Source: an optimization exercise on an open RTL-to-GDS flow (aim: small area and a short achievable clock period). Production flows keep margins and buffers that such runs may drop.
At most, simulation tests tie the RTL to the original design; equivalence was not proved.

==> flow/design.v (excerpt) <==
module timing_recovery_top (
  input  logic               clk,
  input  logic               reset_n,
  input  logic [31:0]        sample_i,     
  output logic [31:0]        sym_o,        
  output logic               sym_valid_o,
  output logic [18:0]        err_o,        
  output logic signed [11:0] ctrl_o
);
Size in the first run: ~2500 cells after synthesis, roughly 98 I/O pins, ~25000 um^2 of cells after synthesis.
==> module loop_filter_pi, before the edit <==
module loop_filter_pi (
  input  logic               clk,
  input  logic               reset_n,
  input  logic [18:0]        err_i,    
  output logic signed [11:0] ctrl_o
);
  logic signed [17:0] err;
  logic signed [9:0]  a;       
  logic signed [13:0] b;       
  logic signed [11:0] integ, integ_nxt, ctrl_q, ctrl_nxt;
  logic signed [12:0] isum;
  logic signed [14:0] s1, s2, s3;
  logic               ovp, ovn;
  assign err = err_i[18:1];
  assign a   = err[17:8];
  assign b   = err[17:4];
  assign isum = integ + a;
  assign ovp  = (isum[12:11] == 2'b01);
  assign ovn  = (isum[12:11] == 2'b10);
  assign integ_nxt = ovp ? 12'sd2047 : ovn ? -12'sd2048 : isum[11:0];
  function automatic logic signed [11:0] sat12(input logic signed [14:0] x);
    if (x > 15'sd2047)       sat12 = 12'sd2047;
    else if (x < -15'sd2048) sat12 = -12'sd2048;
    else                     sat12 = x[11:0];
  endfunction
  assign s1 = b + integ + a;        
  assign s2 = b + 15'sd2047;        
  assign s3 = b - 15'sd2048;        
  assign ctrl_nxt = ovp ? sat12(s2) : ovn ? sat12(s3) : sat12(s1);
  always_ff @(posedge clk) begin
    if (!reset_n) begin
      integ  <= '0;
      ctrl_q <= '0;
    end else if (err_i[0]) begin
      integ  <= integ_nxt;
      ctrl_q <= ctrl_nxt;
    end
  end
  assign ctrl_o = ctrl_q;
endmodule
==> module symbol_nco, before the edit <==
module symbol_nco (
  input  logic               clk,
  input  logic               reset_n,
  input  logic signed [11:0] ctrl_i,        
  output logic               sym_strobe_o,  
  output logic               p_load_o       
);
  localparam int MOD = 81920;   
  logic [16:0] phase;
  logic [12:0] incr;
  logic [16:0] sum;
  logic        wrap;
  logic        strobe_q;
  logic [17:0] ahead;
  logic        load_q;
  assign incr = 13'd4096 + {ctrl_i[11], ctrl_i};   
  assign sum  = phase + 17'(incr);                 
  assign wrap = (sum >= 17'(MOD));
  assign ahead = 18'(phase) + 18'({incr, 1'b0}) + 18'({incr, 3'b000});
  always_ff @(posedge clk) begin
    if (!reset_n) begin
      phase    <= '0;
      strobe_q <= 1'b0;
    end else begin
      phase    <= wrap ? 17'(sum - 17'(MOD)) : sum;
      strobe_q <= wrap;
    end
    load_q <= (ahead < 18'(MOD));
  end
  assign sym_strobe_o = strobe_q;
  assign p_load_o     = load_q;
endmodule
make LEC_CHECK=0 CAP_MARGIN=20 CORE_MARGIN=2 CORE_UTILIZATION=40 SETUP_SLACK_MARGIN=5 SLEW_MARGIN=20 finish   # period 12.0 ns
run.sh (not shown) runs the stock make flow with config.mk's settings and CLKGATE_MAP_FILE= SYNTH_SCRIPT=/design/flow/synth_recipe.tcl, a recipe that flattens the netlist after the stock synthesis.
Edit:
--- a/flow/design.v
+++ b/flow/design.v
@@ -794,32 +794,18 @@
   input  logic               reset_n,
   input  logic [18:0]        err_i,    
   output logic signed [11:0] ctrl_o
 );
   logic signed [17:0] err;
-  logic signed [9:0]  a;       
-  logic signed [13:0] b;       
-  logic signed [11:0] integ, integ_nxt, ctrl_q, ctrl_nxt;
   logic signed [12:0] isum;
-  logic signed [14:0] s1, s2, s3;
-  logic               ovp, ovn;
+  logic signed [11:0] integ, integ_nxt, ctrl_nxt, ctrl_q;
+  logic signed [14:0] csum;
   assign err = err_i[18:1];
-  assign a   = err[17:8];
-  assign b   = err[17:4];
-  assign isum = integ + a;
-  assign ovp  = (isum[12:11] == 2'b01);
-  assign ovn  = (isum[12:11] == 2'b10);
-  assign integ_nxt = ovp ? 12'sd2047 : ovn ? -12'sd2048 : isum[11:0];
-  function automatic logic signed [11:0] sat12(input logic signed [14:0] x);
-    if (x > 15'sd2047)       sat12 = 12'sd2047;
-    else if (x < -15'sd2048) sat12 = -12'sd2048;
-    else                     sat12 = x[11:0];
-  endfunction
-  assign s1 = b + integ + a;        
-  assign s2 = b + 15'sd2047;        
-  assign s3 = b - 15'sd2048;        
-  assign ctrl_nxt = ovp ? sat12(s2) : ovn ? sat12(s3) : sat12(s1);
+  assign isum      = integ + (err >>> 8);
+  assign integ_nxt = (isum > 13'sd2047) ? 12'sd2047 : (isum < -13'sd2048) ? -12'sd2048 : isum[11:0];
+  assign csum      = (err >>> 4) + integ_nxt;
+  assign ctrl_nxt  = (csum > 15'sd2047) ? 12'sd2047 : (csum < -15'sd2048) ? -12'sd2048 : csum[11:0];
   always_ff @(posedge clk) begin
     if (!reset_n) begin
       integ  <= '0;
       ctrl_q <= '0;
     end else if (err_i[0]) begin
@@ -844,27 +830,25 @@
   logic [12:0] incr;
   logic [16:0] sum;
   logic        wrap;
   logic        strobe_q;
   logic [17:0] ahead;
-  logic        load_q;
   assign incr = 13'd4096 + {ctrl_i[11], ctrl_i};   
   assign sum  = phase + 17'(incr);                 
   assign wrap = (sum >= 17'(MOD));
-  assign ahead = 18'(phase) + 18'({incr, 1'b0}) + 18'({incr, 3'b000});
+  assign ahead    = 18'(phase) + 18'(incr) + 18'({incr, 3'b000});
+  assign p_load_o = (ahead < 18'(MOD));
   always_ff @(posedge clk) begin
     if (!reset_n) begin
       phase    <= '0;
       strobe_q <= 1'b0;
     end else begin
       phase    <= wrap ? 17'(sum - 17'(MOD)) : sum;
       strobe_q <= wrap;
     end
-    load_q <= (ahead < 18'(MOD));
   end
   assign sym_strobe_o = strobe_q;
-  assign p_load_o     = load_q;
 endmodule
 `default_nettype wire
 `timescale 1ns/100ps
 `default_nettype none
 module timing_recovery_top (
- routed wire length decreases by 8.2%
- sequential cell count went down by 1
- critical path depth came out higher by 24
- final cell count went down by 4.3%
No functional check of the RTL was part of the second run of this note.

========
branch lagoon:
timing_recovery_top, a different RTL version from the one above (not shown whole).
Size: ~2300 cells after synthesis, roughly 450 flip-flops, roughly 24000 um^2 of cells after synthesis.
Settings: LEC_CHECK=0, CAP_MARGIN=20, CORE_MARGIN=2, CORE_UTILIZATION=40, SETUP_SLACK_MARGIN=5, SLEW_MARGIN=20; clock period 12.0 ns.
Here is what was changed in the inputs of branch harbor compared with branch lagoon.
--- a/flow/design.v
+++ b/flow/design.v
@@ -1,37 +1,35 @@
 `timescale 1ns/100ps
 `default_nettype none
 module gardner_ted (
   input  logic        clk,
   input  logic        reset_n,
   input  logic [31:0] sample_i,       
   input  logic        sym_strobe_i,   
-  input  logic        p_load_i,       
+  input  logic        hp_load_i,      
   output logic [18:0] err_o,          
   output logic [31:0] sym_o,          
   output logic        sym_valid_o
 );
-  logic [31:0] dline [1:9];
-  logic [31:0] p_q;     
+  logic [31:0] dline [1:10];
   logic [20:0] hp_q;    
   always_ff @(posedge clk) begin
     dline[1] <= sample_i;
-    for (int k = 2; k <= 9; k++) dline[k] <= dline[k-1];
-    if (p_load_i) p_q <= dline[9];
+    for (int k = 2; k <= 10; k++) dline[k] <= dline[k-1];
   end
   logic        stb;
   logic [31:0] dg, mm;
   logic [15:0] g_i, g_q, m_i, m_q;
   assign stb = sym_strobe_i;
-  assign dg  = stb ? dline[9] : p_q;
-  assign mm  = stb ? sample_i : dline[7];
+  assign dg  = stb ? dline[9] : dline[10];
+  assign mm  = sample_i;
   assign g_i = dg[31:16];
   assign g_q = dg[15:0];
   assign m_i = mm[31:16];
   assign m_q = mm[15:0];
   logic [7:0] one_i, two_i, neg_i, one_q, two_q, neg_q;
   always_comb begin
     for (int k = 0; k < 8; k++) begin
       logic b0, b1, b2;
       b0 = (k == 0) ? 1'b0 : g_i[2*k-1];
       b1 = g_i[2*k];
       b2 = g_i[2*k+1];
@@ -768,23 +766,23 @@
     t_q[58] <= c577;
     t_q[59] <= s600;
     t_q[60] <= x602;
     t_q[61] <= x603;
     t_q[62] <= x604;
     t_q[63] <= x605;
     t_q[64] <= x606;
     t_q[65] <= x607;
     t_q[66] <= x608;
     t_q[67] <= x609;
     t_q[68] <= x610;
-    hp_q <= err_full;
+    if (hp_load_i) hp_q <= err_full;
   end
   always_ff @(posedge clk) begin
     if (!reset_n) vld_q <= 1'b0;
     else          vld_q <= stb;
   end
   assign err_o       = {err_full[20:3], vld_q};
   assign sym_o       = dline[1];
   assign sym_valid_o = vld_q;
 endmodule
 `default_nettype wire
 `timescale 1ns/100ps
@@ -815,81 +813,81 @@
   end
   assign ctrl_o = ctrl_q;
 endmodule
 `default_nettype wire
 `timescale 1ns/100ps
 `default_nettype none
 module symbol_nco (
   input  logic               clk,
   input  logic               reset_n,
   input  logic signed [11:0] ctrl_i,        
   output logic               sym_strobe_o,  
-  output logic               p_load_o       
+  output logic               hp_load_o      
 );
   localparam int MOD = 81920;   
   logic [16:0] phase;
   logic [12:0] incr;
   logic [16:0] sum;
   logic        wrap;
   logic        strobe_q;
   logic [17:0] ahead;
-  logic        load_q;
+  logic [2:0]  la_q;    
   assign incr = 13'd4096 + {ctrl_i[11], ctrl_i};   
   assign sum  = phase + 17'(incr);                 
   assign wrap = (sum >= 17'(MOD));
   assign ahead = 18'(phase) + 18'({incr, 1'b0}) + 18'({incr, 3'b000});
   always_ff @(posedge clk) begin
     if (!reset_n) begin
       phase    <= '0;
       strobe_q <= 1'b0;
     end else begin
       phase    <= wrap ? 17'(sum - 17'(MOD)) : sum;
       strobe_q <= wrap;
     end
-    load_q <= (ahead < 18'(MOD));
+    la_q <= {la_q[1:0], (ahead < 18'(MOD))};
   end
   assign sym_strobe_o = strobe_q;
-  assign p_load_o     = load_q;
+  assign hp_load_o    = la_q[2];
 endmodule
 `default_nettype wire
 `timescale 1ns/100ps
 `default_nettype none
 module timing_recovery_top (
   input  logic               clk,
   input  logic               reset_n,
   input  logic [31:0]        sample_i,     
   output logic [31:0]        sym_o,        
   output logic               sym_valid_o,
   output logic [18:0]        err_o,        
   output logic signed [11:0] ctrl_o
 );
   logic               sym_strobe;   
-  logic               p_load;       
+  logic               hp_load;       
   logic [18:0]        err;          
   logic signed [11:0] ctrl;         
   gardner_ted u_ted (
     .clk          (clk),
     .reset_n      (reset_n),
     .sample_i     (sample_i),
     .sym_strobe_i (sym_strobe),
-    .p_load_i     (p_load),
+    .hp_load_i     (hp_load),
     .err_o        (err),
     .sym_o        (sym_o),
     .sym_valid_o  (sym_valid_o)
   );
   loop_filter_pi u_lf (
     .clk     (clk),
     .reset_n (reset_n),
     .err_i   (err),
     .ctrl_o  (ctrl)
   );
   symbol_nco u_nco (
     .clk          (clk),
     .reset_n      (reset_n),
     .ctrl_i       (ctrl),
     .sym_strobe_o (sym_strobe),
-    .p_load_o     (p_load)
+    .hp_load_o     (hp_load)
   );
   assign err_o  = err;
   assign ctrl_o = ctrl;
 endmodule
 `default_nettype wire
Findings:
[compare] base=branch lagoon new=branch harbor: final setup slack of the worst path has decreased; post-cts sizing count has increased; share of layout cells above drive strength 1 has increased; number of synthesized register bits has increased. From branch lagoon to branch harbor the numbers moved as follows: design area fell by 230 um^2, wire length reported by the detailed router went down 3700 um. branch harbor: number of antenna violations at the first check in global routing 1 above branch lagoon.

[afterwards: timing with drivers on the ports]
Ports are ideal in the flow. The routed layouts listed here were re-timed in OpenROAD. Step 1 (the two cells are an assumption about what drives the block):
set clk [get_ports {clk}]
set_driving_cell -lib_cell sky130_fd_sc_hd__clkbuf_16 $clk
set_driving_cell -lib_cell sky130_fd_sc_hd__buf_2 [delete_from_list [all_inputs] $clk]
Step 2 adds t to the input delays and takes it off the output delays; t is the mean of the earliest and latest rising clock arrival at the registers after step 1. Input paths then give back, and output paths get back, about the clock's delay inside the block. Three values: no drivers, after step 1, after step 2; two values: the first two.
run | shift t [ns] | setup slack, ns | worst data-port slew with drivers (ns) | pins driven straight from the clock port
the first run of note 1 | 0.646 | 5.141 / 5.081 / 5.029 | 0.04 | 1
the second run of note 1 | 0.642 | 4.935 / 4.935 / 4.935 | 0.04 | 1
branch lagoon | 0.647 | 5.024 / 5.024 / 5.024 | 0.04 | 1
branch harbor | 0.635 | 4.783 / 4.783 / 4.783 | 0.06 | 1
After both steps setup and hold are still met in every run listed. The setup slack of the first run of note 1, which loses most, moves by -0.060 ns with the drivers and by -0.112 ns with both steps.
